This is an optimization exercise on Yosys and OpenROAD, whose aim is small area, not a production implementation. Where RTL was checked, it was by simulation tests only, not by an equivalence proof against the original. No driver is modelled on the clock port, so clock power and skew are understated where the tree is cut down; a real chip needs a root buffer or a tree. Power is estimated from default activity; no workload was simulated.

==> 06-16 <==
// banner_scroller
module banner_scroller (
    input  logic              clk,
    input  logic              rst_n,
    input  logic              enable,
    input  logic              scroll_tick,
    output logic [ADDR_W-1:0] rom_addr,
    input  logic [WORD_W-1:0] rom_data,
    output logic              row_valid,
    input  logic              row_ready,
    output logic [3:0]        row_idx,
    output logic [WIN_W-1:0]  row_pixels,
    output logic              frame_done,
    output logic [OFF_W-1:0]  offset
);
    logic             st1_q, st0_q;
    logic [3:0]       idx_q;
    logic [WIN_W-1:0] pix_q;
    logic             fd_q;
    logic [OFF_W-1:0] off_q;
    logic             pend_q;
    logic [WIN_W-1:0] pix_d;
    banner_window_extract u_extract (
        .rom_data (rom_data),
        .offset   (off_q),
        .load     (st1_q & st0_q),
        .pix_q    (pix_q),
        .pix_d    (pix_d)
    );
    wire present = st1_q & ~st0_q;
    wire accept  = present & row_ready;
    wire last    = &idx_q[3:1];
    wire fend    = accept & last;
    wire ostep = fend & pend_q;
    wire off_wrap = off_q[6] & off_q[3] & off_q[2] & off_q[1];
    always_ff @(posedge clk) begin
        pix_q <= pix_d;
    end
    always_ff @(posedge clk) begin
        if (!rst_n) begin
            st1_q  <= 1'b0;
            st0_q  <= 1'b0;
            idx_q  <= '0;
            fd_q   <= 1'b0;
  ...
==> flow/config.mk <==
export PLATFORM = sky130hd
export DESIGN_NAME = banner_scroller
export DESIGN_NICKNAME = banner_scroller
export VERILOG_FILES = /design/flow/design.v
export SDC_FILE = /design/flow/constraint.sdc
export NUM_CORES = 8
export LEC_CHECK = 0
export ABC_AREA = 1
export CAP_MARGIN = 5
export CORE_MARGIN = 2
export CORE_UTILIZATION = 65
export PLACE_DENSITY = 0.85
export SLEW_MARGIN = 5
export SYNTH_HIERARCHICAL = 1
==> flow/constraint.sdc <==
create_clock -name core_clock -period 7.0 [get_ports {clk}]
set_input_delay 1.4000 -clock core_clock [delete_from_list [all_inputs] [get_ports {clk}]]
set_output_delay 1.4000 -clock core_clock [all_outputs]
set_load 0.01 [all_outputs]
standard.sh (not shown) runs the stock make flow with config.mk's settings and CLKGATE_MAP_FILE= SYNTH_SCRIPT=/design/flow/synth_recipe.tcl, a recipe that flattens the netlist after the stock synthesis.
==> flow/flow/run.sh <==
#!/bin/bash
# Own layout flow: the standard ORFS flow (standard.sh) on a copy of ORFS's scripts, with
# these changes:
#  - ABC maps for area (amap) instead of ORFS's delay-driven "map -B 0.9" area script;
#  - port buffering uses the smallest buffer (buf_1) instead of the default choice;
#  - after floorplanning, flow/inv2.tcl makes every inverter an inv_2 (same area, more drive).
# Every tool's output goes to ORFS's own per-step logs under orfs/logs, plus standard.log here.
set -euo pipefail
W=$PWD
# worst register clock-pin slew (ns) that the clock tree must reach by estimate
CTS_TARGET=0.115
rm -rf "$W/scripts"
cp -r "$FLOW_HOME/scripts" "$W/scripts"
cp "$W/flow/abc_area.script" "$W/scripts/abc_area.script"
python3 - "$W/scripts/cts.tcl" "$W/flow/mancts.tcl" "$CTS_TARGET" "$W/flow/cts_candidates.txt" <<'PY'
import sys
path, man, target, cands = sys.argv[1:]
src = open(path).read()
old = "log_cmd clock_tree_synthesis {*}$cts_args"
assert src.count(old) == 1
cand = open(cands).read().strip()
src = src.replace(old, f"source {man}\nbench_manual_cts {target} {{{cand}}}\nset_propagated_clock [all_clocks]")
open(path, "w").write(src)
PY
python3 - "$W/scripts/floorplan.tcl" "$W/flow/inv2.tcl" <<'PY'
import sys
path, tcl = sys.argv[1:]
src = open(path).read()
old = "source_step_tcl POST FLOORPLAN"
assert src.count(old) == 1
src = src.replace(old, old + f"\nsource {tcl}")
open(path, "w").write(src)
PY
export SCRIPTS_DIR="$W/scripts"
export BUFFER_PORTS_ARGS="-buffer_cell sky130_fd_sc_hd__buf_1"
bash "$W/standard.sh" > "$W/standard.log" 2>&1
Other scripts of this flow, unchanged in this note and not shown: flow/flow/abc_area.script, flow/flow/cts_candidates.txt, flow/flow/inv2.tcl, flow/flow/mancts.tcl
==> 07-08: changes against 06-16 <==
- CORE_UTILIZATION: 65 -> 70
- PLACE_DENSITY: 0.85 -> 0.9
==> metrics.md <==
| Metric | Value |
|---|---|
| WL final | `13900 um` |
| M3 GR Usage | `0.148` |
| M1 WL | `4450 um` |
| Seq pwr share | `0.475` |
| Period utilization | `0.470` |
| Synth-to-layout area growth | `17.3%` |
| Fin cells | `552` |
| Initial drt markers | `1443` |
| WHS | `0.547 ns` |
| Status | `no timing/DRC/antenna violations` |
| Leak Pwr | `1.18 nW` |
| CP cell instances | `inv_2 > inv_2 > a222oi_1 > o22ai_1 > o22ai_1 > o22ai_1 > a222oi_1 > o22ai_1` |
| Layout Skew | `0.0314 ns` |
| Worst EP arrival | `3.74 ns` |
That was 07-08.
==> metrics.md <==
| Metric | Value |
|---|---|
| M1 WL | `4390 um` |
| Leak Pwr | `1.17 nW` |
| CP Data Required Time | `7.02 ns` |
| Status | `no timing/DRC/antenna violations` |
| Synth-to-layout area growth | `17.1%` |
| M3 GR Usage | `0.0316` |
| CP cell instances | `buf_1 > a222oi_1 > o22ai_1 > o22ai_1 > o22ai_1 > a222oi_1 > o22ai_1` |
| Sequential area share after synthesis | `0.300` |
| WL final | `11400 um` |
| Worst EP arrival | `3.34 ns` |
| Gr busiest metal | `met2` |
| Period utilization | `0.475` |
| Layout Skew | `0.0151 ns` |
| Top reg by flops | `pix_q` |
That was 06-16.
No run of this note takes its clock network from TritonCTS; it comes from the design's own scripts or RTL.


==> job 7942 <==
banner_scroller, a different RTL version from the one above (not shown whole).
Settings: LEC_CHECK=0, ABC_AREA=1, CAP_MARGIN=30, CORE_MARGIN=2, CORE_UTILIZATION=40, SLEW_MARGIN=20, SYNTH_HIERARCHICAL=1; clock period 7.0 ns.
==> flow/flow/run.sh <==
#!/bin/bash
# Own layout flow: the standard ORFS flow, with two changes:
#  - ABC maps for area (amap) instead of ORFS's delay-driven "map -B 0.9" area script;
#  - port buffering uses the smallest buffer (buf_1) instead of the default choice.
# Every tool's output goes to ORFS's own per-step logs under orfs/logs, plus standard.log here.
set -euo pipefail
W=$PWD
rm -rf "$W/scripts"
cp -r "$FLOW_HOME/scripts" "$W/scripts"
cp "$W/flow/abc_area.script" "$W/scripts/abc_area.script"
export SCRIPTS_DIR="$W/scripts"
export BUFFER_PORTS_ARGS="-buffer_cell sky130_fd_sc_hd__buf_1"
bash "$W/standard.sh" > "$W/standard.log" 2>&1
==> flow/flow/abc_area.script <==
strash
dch
amap
topo
stime -c
==> job 3301 (differences from job 7942) <==
==> flow/flow/run.sh (replaced) <==
#!/bin/bash
# Own layout flow: the standard ORFS flow, with these changes:
#  - ABC maps for area (amap) instead of ORFS's delay-driven "map -B 0.9" area script;
#  - port buffering uses the smallest buffer (buf_1) instead of the default choice;
#  - clock tree synthesis inserts no dummy loads.
# Every tool's output goes to ORFS's own per-step logs under orfs/logs, plus standard.log here.
set -euo pipefail
W=$PWD
rm -rf "$W/scripts"
cp -r "$FLOW_HOME/scripts" "$W/scripts"
cp "$W/flow/abc_area.script" "$W/scripts/abc_area.script"
export SCRIPTS_DIR="$W/scripts"
export BUFFER_PORTS_ARGS="-buffer_cell sky130_fd_sc_hd__buf_1"
export CTS_ARGS="-sink_clustering_enable -repair_clock_nets -dont_use_dummy_load"
bash "$W/standard.sh" > "$W/standard.log" 2>&1
- CAP_MARGIN: 30 -> 5
- CORE_UTILIZATION: 40 -> 60
- SLEW_MARGIN: 20 -> 5
==> impl_results.md <==
* R2R cell count at 7
* Final critical-path setup slack at 3.49 ns
* Run status: no timing/DRC/antenna violations
* Start point of the critical path: off_q[5]
* Number of core rows at 26
* Chip width at between 70 and 80 um
* Worst slew pin tran at between 1 and 1.5 ns
* Fin area at 3890 um2
* Clock group at around 0.15 mW
* Clock share of power at 19.9%
* Stages on the worst setup path at 7
* Number of filler instances in the final layout at between 400 and 500
The numbers above come from job 3301.

==> impl_results.md <==
* Number of cells in the finished layout apart from fillers at 637
* Run status: no timing/DRC/antenna violations
* Clock share of power at about a quarter
* R2R cell count at 8
* Number of filler instances in the final layout at slightly above 800
* Synthesized instance count at ~400
* Clock group at 0.203 mW
* Number of core rows at 32
* Count of antenna-violating nets left after detailed routing at 0
* Clock buffer depth at 2
* Post-Synth Adder-Cell Area at less than 1%
* Worst min-delay path category: register to register
* Switching part of the total power at 33.5%
* Total clock sinks at 47
* Power spent charging and discharging nets at 0.268 mW
* Start point of the critical path: off_q[4]
* Fin area at slightly above 4000 um2
* Worst slew pin tran at 0.812 ns
* Pin count of the biggest net entering global routing at 61
* Final critical-path setup slack at about 4 ns
* Stages on the worst setup path at 8
The numbers above come from job 7942.



==> job 3463 <==
banner_scroller with an RTL version that a note above also has.
==> module banner_scroller, before the edit <==
module banner_scroller (
    input  logic              clk,
    input  logic              rst_n,
    input  logic              enable,
    input  logic              scroll_tick,
    output logic [ADDR_W-1:0] rom_addr,
    input  logic [WORD_W-1:0] rom_data,
    output logic              row_valid,
    input  logic              row_ready,
    output logic [3:0]        row_idx,
    output logic [WIN_W-1:0]  row_pixels,
    output logic              frame_done,
    output logic [OFF_W-1:0]  offset
);
    logic             st1_q, st0_q;
    logic [3:0]       idx_q;
    logic [WIN_W-1:0] pix_q;
    logic             fd_q;
    logic [OFF_W-1:0] off_q;
    logic             pend_q;
    logic [WIN_W-1:0] pix_d;
    banner_window_extract u_extract (
        .rom_data (rom_data),
        .offset   (off_q),
        .load     (st1_q & st0_q),
        .pix_q    (pix_q),
        .pix_d    (pix_d)
    );
    wire present = st1_q & ~st0_q;
    wire accept  = present & row_ready;
    wire last    = &idx_q[3:1];
    wire fend    = accept & last;
    wire ostep = fend & pend_q;
    wire off_wrap = off_q[6] & off_q[3] & off_q[2] & off_q[1];
    always_ff @(posedge clk) begin
        pix_q <= pix_d;
    end
    always_ff @(posedge clk) begin
        if (!rst_n) begin
            st1_q  <= 1'b0;
            st0_q  <= 1'b0;
            idx_q  <= '0;
            fd_q   <= 1'b0;
            off_q  <= '0;
            pend_q <= 1'b0;
        end else begin
            st1_q  <= st0_q | (st1_q & ~row_ready);
            st0_q  <= st1_q ? (~st0_q & row_ready & enable) : (st0_q | enable);
            fd_q   <= fend;
            pend_q <= scroll_tick | (pend_q & ~fend);
            idx_q[0] <= idx_q[0] ^ (accept & ~last);
            idx_q[1] <= ~fend & (idx_q[1] ^ (accept & idx_q[0]));
            idx_q[2] <= ~fend & (idx_q[2] ^ (accept & idx_q[0] & idx_q[1]));
            idx_q[3] <= ~fend & (idx_q[3] ^ (accept & idx_q[0] & idx_q[1] & idx_q[2]));
            off_q[0] <= off_q[0] ^ (ostep & ~off_wrap);
            off_q[1] <= ~(ostep & off_wrap) & (off_q[1] ^ (ostep & off_q[0]));
            off_q[2] <= ~(ostep & off_wrap) & (off_q[2] ^ (ostep & (&off_q[1:0])));
            off_q[3] <= ~(ostep & off_wrap) & (off_q[3] ^ (ostep & (&off_q[2:0])));
            off_q[4] <= off_q[4] ^ (ostep & (&off_q[3:0]));
            off_q[5] <= off_q[5] ^ (ostep & (&off_q[4:0]));
            off_q[6] <= ~(ostep & off_wrap) & (off_q[6] ^ (ostep & (&off_q[5:0])));
        end
    end
    assign rom_addr   = {1'b0, idx_q};
    assign row_valid  = present;
    assign row_idx    = idx_q;
    assign row_pixels = pix_q;
    assign frame_done = fd_q;
    assign offset     = off_q;
endmodule
Settings: LEC_CHECK=0, ABC_AREA=1, CAP_MARGIN=5, CORE_MARGIN=2, CORE_UTILIZATION=80, SLEW_MARGIN=5, SYNTH_HIERARCHICAL=1; clock period 7.0 ns.
==> flow/flow/run.sh <==
#!/bin/bash
# Own layout flow: the standard ORFS flow (standard.sh) on a copy of ORFS's scripts, with
# these changes:
#  - ABC maps for area (amap) instead of ORFS's delay-driven "map -B 0.9" area script;
#  - port buffering uses the smallest buffer (buf_1) instead of the default choice;
#  - the clock tree is built by flow/mancts.tcl instead of clock_tree_synthesis: the clock
#    port drives a few leaf clock buffers, each driving one cluster of nearby registers.
# Every tool's output goes to ORFS's own per-step logs under orfs/logs, plus standard.log here.
set -euo pipefail
W=$PWD
CTS_LEAVES=4
CTS_BUF=sky130_fd_sc_hd__clkbuf_4
rm -rf "$W/scripts"
cp -r "$FLOW_HOME/scripts" "$W/scripts"
cp "$W/flow/abc_area.script" "$W/scripts/abc_area.script"
python3 - "$W/scripts/cts.tcl" "$W/flow/mancts.tcl" "$CTS_LEAVES" "$CTS_BUF" <<'PY'
import sys
path, man, n, buf = sys.argv[1:]
src = open(path).read()
old = "log_cmd clock_tree_synthesis {*}$cts_args"
assert src.count(old) == 1
src = src.replace(old, f"source {man}\nbench_manual_cts {n} {buf}\nset_propagated_clock [all_clocks]")
open(path, "w").write(src)
PY
export SCRIPTS_DIR="$W/scripts"
export BUFFER_PORTS_ARGS="-buffer_cell sky130_fd_sc_hd__buf_1"
bash "$W/standard.sh" > "$W/standard.log" 2>&1
Scripts as last shown in full above: flow/flow/abc_area.script
Other scripts of this flow, unchanged in this note and not shown: flow/flow/mancts.tcl
==> inputs of job 8190, as changes to job 3463 <==
--- a/flow/flow/run.sh
+++ b/flow/flow/run.sh
@@ -10,4 +10,4 @@
 W=$PWD
-CTS_LEAVES=4
-CTS_BUF=sky130_fd_sc_hd__clkbuf_4
+CTS_LEAVES=3
+CTS_BUF=sky130_fd_sc_hd__clkbuf_8
 rm -rf "$W/scripts"
- CORE_UTILIZATION: 80 -> 60
==> inputs of job 6331, as changes to job 3463 <==
--- a/flow/design.v
+++ b/flow/design.v
@@ -587,3 +587,2 @@
     wire fend    = accept & last;
-    wire ostep = fend & pend_q;
     wire off_wrap = off_q[6] & off_q[3] & off_q[2] & off_q[1];
@@ -605,13 +604,4 @@
             pend_q <= scroll_tick | (pend_q & ~fend);
-            idx_q[0] <= idx_q[0] ^ (accept & ~last);
-            idx_q[1] <= ~fend & (idx_q[1] ^ (accept & idx_q[0]));
-            idx_q[2] <= ~fend & (idx_q[2] ^ (accept & idx_q[0] & idx_q[1]));
-            idx_q[3] <= ~fend & (idx_q[3] ^ (accept & idx_q[0] & idx_q[1] & idx_q[2]));
-            off_q[0] <= off_q[0] ^ (ostep & ~off_wrap);
-            off_q[1] <= ~(ostep & off_wrap) & (off_q[1] ^ (ostep & off_q[0]));
-            off_q[2] <= ~(ostep & off_wrap) & (off_q[2] ^ (ostep & (&off_q[1:0])));
-            off_q[3] <= ~(ostep & off_wrap) & (off_q[3] ^ (ostep & (&off_q[2:0])));
-            off_q[4] <= off_q[4] ^ (ostep & (&off_q[3:0]));
-            off_q[5] <= off_q[5] ^ (ostep & (&off_q[4:0]));
-            off_q[6] <= ~(ostep & off_wrap) & (off_q[6] ^ (ostep & (&off_q[5:0])));
+            if (accept) idx_q <= last ? 4'd0 : idx_q + 4'd1;
+            if (fend & pend_q) off_q <= off_wrap ? '0 : off_q + 7'd1;
         end
--- a/flow/flow/run.sh
+++ b/flow/flow/run.sh
@@ -10,4 +10,4 @@
 W=$PWD
-CTS_LEAVES=4
-CTS_BUF=sky130_fd_sc_hd__clkbuf_4
+CTS_LEAVES=3
+CTS_BUF=sky130_fd_sc_hd__clkbuf_8
 rm -rf "$W/scripts"
- CORE_UTILIZATION: 80 -> 60
==> out/metrics.yaml <==
num_rows: 26
syn_area_mm2: 0.00316
synth-simple-area-share_pct: 4.91
synthCells: 378
synth_area_leaders: "o22ai_1 (34%), dfxtp_1 (30%), a222oi_1 (20%), a22oi_1 (3.6%), clkinv_1 (2.7%)"
die_h_um: 76.6
grt_overflow: 0
synthAdderAreaFrac_pct: 0.792
synth_compound_area_share_pct: 60.5
outcome: "no timing/DRC/antenna violations"
multi_input_area_share_pct: 56.1
synth_commonest_cells: "o22ai_1 (172), a222oi_1 (63), dfxtp_1 (47)"
synth_fp_nets: 456
ys_seq_area_share_pct: 29.8
syn_area_per_cell_um2: 8.36
synth_top_area_share_pct: 34.1
(the above is from job 6331)
==> out/metrics.yaml <==
synth-simple-area-share_pct: 5.79
syn_area_mm2: 0.00313
synthCells: 374
num_rows: 22
stop_stage: "global placement without I/O (3_1_place_gp_skip_io)"
syn_area_per_cell_um2: 8.37
synth_area_leaders: "o22ai_1 (34%), dfxtp_1 (30%), a222oi_1 (20%), a22oi_1 (3.6%), clkinv_1 (2.8%)"
ys_seq_area_share_pct: 30.0
synth_fp_nets: 452
stop_error: "[ERROR GPL-0301] Utilization 102.800 % exceeds 100%."
synth_top_area_share_pct: 34.0
outcome: "stopped before the end"
(the above is from job 3463)
==> out/metrics.yaml <==
synth_commonest_cells: "o22ai_1 (170), a222oi_1 (63), dfxtp_1 (47)"
synthAdderAreaFrac_pct: 0.799
synth_compound_area_share_pct: 59.3
synth-simple-area-share_pct: 5.79
outcome: "no timing/DRC/antenna violations"
multi_input_area_share_pct: 55.2
synthCells: 374
synth_fp_nets: 452
synth_top_area_share_pct: 34.0
ys_seq_area_share_pct: 30.0
syn_area_per_cell_um2: 8.37
grt_overflow: 0
die_h_um: 76.2
synth_area_leaders: "o22ai_1 (34%), dfxtp_1 (30%), a222oi_1 (20%), a22oi_1 (3.6%), clkinv_1 (2.8%)"
(the above is from job 8190)
Function not checked in job 6331: the RTL went through the layout flow alone. The clock cells of job 8190 and job 6331 come from the design's own scripts or RTL, not from TritonCTS.

[afterwards: timing with drivers on the ports]
The flow's constraints put no driver on any port. The routed layouts listed below were extracted and timed again, unchanged, in two steps. Step 1 (the two cells are an assumption about what drives the block):
set clk [get_ports {clk}]
set_driving_cell -lib_cell sky130_fd_sc_hd__clkbuf_16 $clk
set_driving_cell -lib_cell sky130_fd_sc_hd__buf_2 [delete_from_list [all_inputs] $clk]
Step 2 times the ports against the registers' clock, not the clock port: input delays grow and output delays shrink by t, the midpoint of the rising clock arrivals with the driver on. a / b / c = ideal ports / drivers / drivers and shift; a / b = the first two.
run | t (ns) | setup WS [ns] | worst setup path at the end
06-16 | 0.199 | 3.678 / 3.701 / 3.503 | input to register
07-08 | 0.639 | 3.707 / 3.707 / 3.317 | input to register
job 7942 | 0.329 | 3.985 / 3.985 / 3.799 | input to register
job 3301 | 0.326 | 3.494 / 3.494 / 3.494 | register to register
job 8190 | 0.193 | 3.338 / 3.338 / 3.338 | register to register
job 6331 | 0.194 | 2.659 / 2.659 / 2.659 | register to register
After both steps setup and hold are still met in every run listed. For 07-08, which loses most, drivers alone change the setup slack by 0.000 ns; drivers and shift together by -0.390 ns.
